Background: an optimization exercise with open tools, aiming at small area, a short achievable clock period and few clock cycles. Do not read the settings as production practice. RTL that was checked went through simulation tests only; none was proved equivalent to the original. The clock input has no modelled driver; a real chip could not lean on it and would need a root buffer or a full tree. Power and IR drop assume default switching activity.

Design image_dilation_3x3, start of the top module:
module image_dilation_3x3
#(
  parameter int COL    = COL_DFLT,
  parameter int ROW    = ROW_DFLT,
  parameter int THRESH = 128
) (
  input  logic       clk,
  input  logic       rst,
  input  logic [7:0] data_in,
  input  logic       in_valid,
  output logic       in_ready,
  output logic [7:0] data_out,
  output logic       w_en,
  output logic       frame_done
);
Size in the first run: about 1500 cells after synthesis, about 1000 flip-flops, roughly 22 I/O pins.
Settings: LEC_CHECK=0, ABC_CLOCK_PERIOD_IN_PS=2000, CAP_MARGIN=20, CORE_MARGIN=2, CORE_UTILIZATION=70, CTS_CLUSTER_DIAMETER=120, CTS_CLUSTER_SIZE=28, PLACE_DENSITY=0.8, SETUP_SLACK_MARGIN=3.15, SLEW_MARGIN=20; clock period 5.0 ns.
standard.sh (not shown) runs the stock make flow with config.mk's settings and CLKGATE_MAP_FILE= SYNTH_SCRIPT=/design/flow/synth_recipe.tcl, a recipe that flattens the netlist after the stock synthesis.
==> flow/flow/run.sh <==
#!/bin/bash
# Standard layout (the standard.sh, all ORFS steps), except that the
# clock tree is built by flow/clock_tree.tcl: a balanced two-level tree in
# place of TritonCTS's three levels. The tree is sourced through ORFS's
# PRE_CTS_TCL hook; the CTS step's repair and legalization run as usual.
set -euo pipefail
export PRE_CTS_TCL="$PWD/flow/clock_tree.tcl"
bash standard.sh > standard_flow.log 2>&1
Other scripts of this flow, unchanged in this note and not shown: flow/flow/clock_tree.tcl
The first run finished with timing, DRC and antenna clean.
Then changed:
--- a/flow/design.v
+++ b/flow/design.v
@@ -6,24 +6,23 @@
   localparam logic [7:0] PIX_FG = 8'hFF;
   localparam logic [7:0] PIX_BG = 8'h00;
 endpackage
 module line_buffer_1b
 #(
   parameter int DEPTH = 128,
   parameter int W     = 8,
-  parameter int WR    = 6,
-  parameter int RD    = DEPTH - 1
+  parameter int WR    = 6
 ) (
   input  logic         clk,
   input  logic         we,
   input  logic [W-1:0] wd,
   output logic [W-1:0] rd
 );
   logic [DEPTH*W-1:0] st_q;
-  assign rd = st_q[RD*W +: W];
+  assign rd = st_q[(DEPTH-1)*W +: W];
   always_ff @(posedge clk) begin
     st_q <= {st_q[(DEPTH-1)*W-1:0], st_q[(DEPTH-1)*W +: W]};
     if (we) st_q[WR*W +: W] <= wd;
   end
 endmodule
 import img_pkg::*;
 module image_dilation_3x3
@@ -259,28 +258,27 @@
   logic [FD-1:0]  fifo_q;                     
   logic           in_ready_q, w_en_q, frame_done_q;
   logic           dout_q, douth_q;            
   logic           z1_q, z2_q;                 
   logic [GRP-1:0] dx_q, db_q;                 
   logic [2:0]     qe_q;
   logic [WORD_W-1:0] inc_q;
-  logic [WORD_W-1:0] accs_q, accc_q;          
   logic [GRP-1:0] pe_q;                       
-  logic [2*GRP-1:0] pd_q;                     
+  logic [WORD_W-1:0] acc_q;
   logic           wr_q;
   logic [WORD_W-1:0] st_rd;
-  line_buffer_1b #(.DEPTH(NG), .W(WORD_W), .WR(WRSTG), .RD(NG - 2)) u_store (
-    .clk(clk), .we(wr_q), .wd(add_w(accs_q, accc_q)), .rd(st_rd)
+  line_buffer_1b #(.DEPTH(NG), .W(WORD_W), .WR(WRSTG)) u_store (
+    .clk(clk), .we(wr_q), .wd(acc_q), .rd(st_rd)
   );
   logic push, pop, step, emit, flush, idle;
   logic cs0, cslast, last_pix, last_out;
   logic z, h, xo, bo, o;
   logic [1:0] tn;
   logic [2:0] qe_b;
-  logic [WORD_W-1:0] inc1, inc2;
+  logic [WORD_W-1:0] acc_b, inc1, inc2;
   logic [FW-1:0] cnt_d, cnt_inc, cnt_dec;
   logic          ne_d, full_d;
   logic [6:0]    wait_d;
   assign flush = (mode_q == M_FLUSH);
   assign idle  = (mode_q == M_IDLE);
   assign push  = in_valid && in_ready_q;
   assign step  = flush || (ne_q && (idle || wz_q));
@@ -293,14 +291,15 @@
   assign h  = (z && !cslast) || z1_q || (z2_q && !cs0);
   assign xo = |(dx_q & ph_q);
   assign bo = |(db_q & ph_q);
   assign o  = (r1_q ? xo : bo) || h;
   assign tn = h ? 2'd2 : {1'b0, xo && !r0_q};
   assign qe_b   = ph_q[0] ? 3'd0 : qe_q;
   assign {inc2, inc1} = rk_parts(qe_b, ph_q);
+  assign acc_b  = pe_q[0] ? '0 : acc_q;
   assign emit = step && !idle && (flush || !r0_q);
   assign cnt_inc = cnt_q + 1'b1;
   assign cnt_dec = cnt_q - 1'b1;
   assign cnt_d   = (push && !pop) ? cnt_inc : ((pop && !push) ? cnt_dec : cnt_q);
   assign ne_d    = push || (cnt_q > FW'(1)) || (ne_q && !pop);
   assign full_d  = !pop && ((cnt_q == FW'(FD)) || (push && cnt_q == FW'(FD - 1)));
   assign wait_d = step ? 7'd0 : wait_q + 7'd1;
@@ -316,34 +315,25 @@
       end else if (push && cnt_q == FW'(i)) begin
         fifo_q[i] <= data_in >= 8'(THRESH);
       end
     end
   end
   always_ff @(posedge clk) begin
     dout_q     <= o;
-    douth_q    <= o && step;
-    pd_q       <= rk_dec(st_rd);
     in_ready_q <= !full_d;
     wr_q   <= step && pe_q[GRP-1];
     if (step) begin
+      douth_q <= o;
       z1_q <= z;
       z2_q <= z1_q;
       qe_q  <= rk_next(qe_b, tn);
       inc_q <= h ? inc2 : ((xo && !r0_q) ? inc1 : '0);
       pe_q  <= ph_q;
-      if (pe_q[0]) begin
-        accs_q <= inc_q;
-        accc_q <= '0;
-      end else begin
-        accs_q <= accs_q ^ accc_q ^ inc_q;
-        accc_q <= {(accs_q[WORD_W-2:0] & accc_q[WORD_W-2:0]) |
-                   (accs_q[WORD_W-2:0] & inc_q[WORD_W-2:0]) |
-                   (accc_q[WORD_W-2:0] & inc_q[WORD_W-2:0]), 1'b0};
-      end
-      if (ph_q[GRP-1]) {dx_q, db_q} <= pd_q;
+      acc_q <= add_w(acc_b, inc_q);
+      if (ph_q[GRP-1]) {dx_q, db_q} <= rk_dec(st_rd);
     end
   end
   always_ff @(posedge clk or posedge rst) begin
     if (rst) begin
       mode_q       <= M_IDLE;
       cnt_q        <= '0;
       ne_q         <= 1'b0;
Result: Die area shrinks by 2.5%. Cell area shrinks by 2.2%. Synthesized area shrinks by 2.5%. Register-to-register slack loses 0.02 ns. Critical path depth shrinks by 1. Via count shrinks by 5.6%. Worst setup slack loses 0.022 ns. Power grows by 3.9%. Sequential cell count shrinks by 16. Sequential power grows by 7.3%. Clock power shrinks by about 3%. Wire length shrinks by 11%.
Testbench counts after the change, summed over its fixed seeds: cycles 1,847,052.
No functional check of the RTL was part of the first run of this note. In every run of this note, the design's own scripts or RTL, not TritonCTS, make the clock network.

## separate check: timing with driven ports
The results above use ideal ports. As a check the final layouts listed here were re-extracted and re-timed, cells and wires unchanged.
Step 1, drivers: a clkbuf_16 drives clk and a buf_2 each remaining input, both assumed.
Step 2, shift: input delay + t, output delay - t, t = (earliest + latest rising clock arrival at the registers) / 2. This alone moves slack from input paths to output paths.
Slacks: ideal / step 1 / step 2; pairs: ideal / step 1.
| run | shift t [ns] | setup WS [ns] | hold WS [ns] | worst data-port slew with drivers (ns) |
|---|---|---|---|---|
| the first run | 0.495 | 3.041 / 2.928 / 2.791 | 0.305 / 0.305 / 0.305 | 0.05 |
| the second run | 0.489 | 3.018 / 2.914 / 2.733 | 0.293 / 0.293 / 0.293 | 0.05 |
After both steps setup and hold are still met in every run listed. The setup slack of the second run, which loses most, moves by -0.104 ns with the drivers and by -0.285 ns with both steps.
